From an optimization exercise on the open Yosys and OpenROAD flow, aimed at small area, a short achievable clock period and few clock cycles; shortcuts taken in it are not production practice.
RTL that was checked went through simulation tests only; none was proved equivalent to the original.
Power figures rest on the tool's default switching activity, not on a simulated workload.

// euclidean_distance_unit
module euclidean_distance_unit
(
    input  logic                              clk,
    input  logic                              rst_n,
    input  logic                              s_axis_tvalid,
    output logic                              s_axis_tready,
    input  logic [edu_pkg::TDATA_IN_W-1:0]    s_axis_tdata,
    input  logic                              s_axis_tlast,
    output logic                              m_axis_tvalid,
    input  logic                              m_axis_tready,
    output logic [edu_pkg::TDATA_OUT_W-1:0]   m_axis_tdata,
    output logic                              m_axis_tuser
);
clock: 8.0 ns
lec_check: 0
cap_margin: 20
core_margin: 2
core_utilization: 60
place_density: 0.75
setup_slack_margin: 4.6
slew_margin: 20
run.sh (not shown) runs the stock make flow with config.mk's settings and CLKGATE_MAP_FILE= SYNTH_SCRIPT=/design/flow/synth_recipe.tcl, a recipe that flattens the netlist after the stock synthesis.
==> next run, changes <==
--- a/flow/design.v
+++ b/flow/design.v
@@ -513,28 +513,27 @@
     output logic                              m_axis_tvalid,
     input  logic                              m_axis_tready,
     output logic [edu_pkg::TDATA_OUT_W-1:0]   m_axis_tdata,
     output logic                              m_axis_tuser
 );
     localparam int EW    = edu_pkg::ELEM_W;
     localparam int AW    = edu_pkg::ACC_W;
     localparam int LW    = edu_pkg::LO_W;
     localparam int HW    = edu_pkg::HI_W;
     localparam int RW    = edu_pkg::ROOT_W;
     localparam int MW    = edu_pkg::REM_W;
     localparam int FB    = 4;                    
-    localparam int KL    = 0;                    
     localparam int BW    = AW - 2 * FB;          
-    localparam int RADW  = BW - 2 * KL;          
-    localparam int STEPS = RW - FB - KL;         
+    localparam int RADW  = BW;                   
+    localparam int STEPS = RW - FB;              
     localparam int TW    = LW + 2;               
     logic              rdy_reg;
     logic              accept;
     logic [EW:0]       diff;
     logic [EW:0]       da_reg;
     logic              va_reg, lasta_reg;
     assign accept = s_axis_tvalid && rdy_reg;
     assign diff   = {s_axis_tdata[EW-1], s_axis_tdata[EW-1:0]}
                   - {s_axis_tdata[2*EW-1], s_axis_tdata[2*EW-1:EW]};
     always_ff @(posedge clk)
     begin
         da_reg    <= accept ? diff : '0;
@@ -579,25 +578,25 @@
     always_ff @(posedge clk)
         clr_reg <= va_reg && (vb_reg ? lastb_reg : first_reg);
     always_ff @(posedge clk)
     begin
         lo_reg  <= lo_sum[LW-1:0];
         cy_reg  <= lo_sum[LW];
         hi_reg  <= clr_reg ? '0 : hi_inc[HW-1:0];
         ovf_reg <= clr_reg ? 1'b0 : (ovf_reg || hi_inc[HW]);
     end
     logic              busy_reg, valid_reg, sat_reg;
     logic [4:0]        cnt_reg;
     logic [RADW-1:0]   rad_reg;
-    logic [MW-1:0]     rem_reg;
+    logic [MW:0]       rem_reg;      
     logic [RW-1:0]     root_reg;
     logic              free, finish;
     logic              bufv_reg, bsat_reg, move;
     logic [BW-1:0]     bsum_reg;
     logic [FB-1:0]     broot_reg;
     logic [FB:0]       brem_reg;
     logic [AW-1:0]     sum_c;        
     logic              sat_c;
     logic [FB-1:0]     root_t;
     logic [FB:0]       rem_t;
     assign sum_c = {hi_inc[HW-1:0], lo_reg};
     assign sat_c = ovf_reg || hi_inc[HW];
@@ -609,72 +608,39 @@
     );
     assign move = full_reg && (!bufv_reg || load);
     always_ff @(posedge clk)
     begin
         if (move)
         begin
             bsum_reg  <= sum_c[BW-1:0];
             broot_reg <= root_t | {FB{sat_c}};
             brem_reg  <= rem_t;
             bsat_reg  <= sat_c;
         end
     end
-    function automatic logic [MW+RW-1:0] root_step
-        (input logic [MW-1:0] rem, input logic [RW-1:0] root,
-         input logic [1:0] bits, input logic force1);
-        logic [MW+1:0] rs, dd;
-        logic          f;
-        rs = {rem, bits};
-        dd = rs - (MW+2)'({root, 2'b01});
-        f  = !dd[MW+1] || force1;
-        root_step = {f ? dd[MW-1:0] : rs[MW-1:0], root[RW-2:0], f};
-    endfunction
-    logic [MW-1:0]     rem_l, rem_n;
-    logic [RW-1:0]     root_l, root_n;
-    for (genvar k = 0; k <= KL; k++)
-    begin : g_ld
-        localparam int J = FB + k;               
-        logic [J-1:0]  root;
-        logic [J:0]    rem;
-        if (k == 0)
-        begin : g_first
-            assign root = broot_reg;
-            assign rem  = brem_reg;
-        end
-        else
-        begin : g_step
-            logic [J+1:0] rs, dd;
-            logic         f;
-            assign rs   = {g_ld[k-1].rem, bsum_reg[BW-1-2*(k-1) -: 2]};
-            assign dd   = rs - (J+2)'({g_ld[k-1].root, 2'b01});
-            assign f    = !dd[J+1] || bsat_reg;
-            assign rem  = f ? dd[J:0] : rs[J:0];
-            assign root = {g_ld[k-1].root, f};
-        end
-    end
-    assign rem_l  = MW'(g_ld[KL].rem);
-    assign root_l = RW'(g_ld[KL].root);
-    always_comb
-        {rem_n, root_n} = root_step(rem_reg, root_reg,
-                                    rad_reg[RADW-1 -: 2], sat_reg);
+    logic [MW:0]       rem_n, step_op;
+    logic [RW-1:0]     root_n;
+    assign step_op = rem_reg[MW] ? {root_reg, 2'b11} : {~root_reg, 2'b11};
+    assign rem_n   = {rem_reg[MW-2:0], rad_reg[RADW-1 -: 2]} + step_op;
+    assign root_n  = {root_reg[RW-2:0], !rem_n[MW] || sat_reg};
     assign free   = (!busy_reg && !valid_reg) || (valid_reg && m_axis_tready);
     assign load   = bufv_reg && free;
     assign finish = busy_reg && (cnt_reg == '0);
     always_ff @(posedge clk)
     begin
         if (load)
         begin
             rad_reg  <= bsum_reg[RADW-1:0];
-            rem_reg  <= rem_l;
-            root_reg <= root_l;
+            rem_reg  <= (MW+1)'(brem_reg);
+            root_reg <= RW'(broot_reg);
             sat_reg  <= bsat_reg;
         end
         else
         begin
             rad_reg  <= {rad_reg[RADW-3:0], 2'b00};
             rem_reg  <= rem_n;
             if (busy_reg)
                 root_reg <= root_n;
         end
     end
     always_ff @(posedge clk)
         cnt_reg <= load ? 5'(STEPS - 1) : cnt_reg - 1'b1;
=> The changed run ran to the end with no violations. Worst setup slack degrades by 0.030 ns. Sequential power stays flat. Global-route usage stays flat. Count of clock-buffer cells in the layout fell by 6. Clock skew drops by 0.019 ns. Routed wire length barely changes.
Testbench counts after the change, summed over its fixed seeds: cycles 22,995.
Function not checked in the first run of this note: the RTL went through the layout flow alone.

separate check: timing with driven ports:
Ports are ideal in the flow. The routed layouts listed here were re-timed in OpenROAD. Step 1 (the two cells are an assumption about what drives the block):
set clk [get_ports {clk}]
set_driving_cell -lib_cell sky130_fd_sc_hd__clkbuf_16 $clk
set_driving_cell -lib_cell sky130_fd_sc_hd__buf_2 [delete_from_list [all_inputs] $clk]
Step 2, shift: input delay + t, output delay - t, t = (earliest + latest rising clock arrival at the registers) / 2. This alone moves slack from input paths to output paths. Three values: no drivers, after step 1, after step 2; two values: the first two.
run	t, ns	slack for setup (ns)	hold slack, ns	slew at the worst register clock pin (ns)	pins driven straight from the clock port
the first run	0.595	4.697 / 4.718 / 4.134	0.341 / 0.341 / 0.341	0.07 / 0.07	1
the second run	0.601	4.667 / 4.646 / 4.090	0.333 / 0.333 / 0.333	0.07 / 0.07	1
After both steps every run listed still meets setup and hold. For the second run, which loses most, drivers alone change the setup slack by -0.021 ns; drivers and shift together by -0.577 ns.
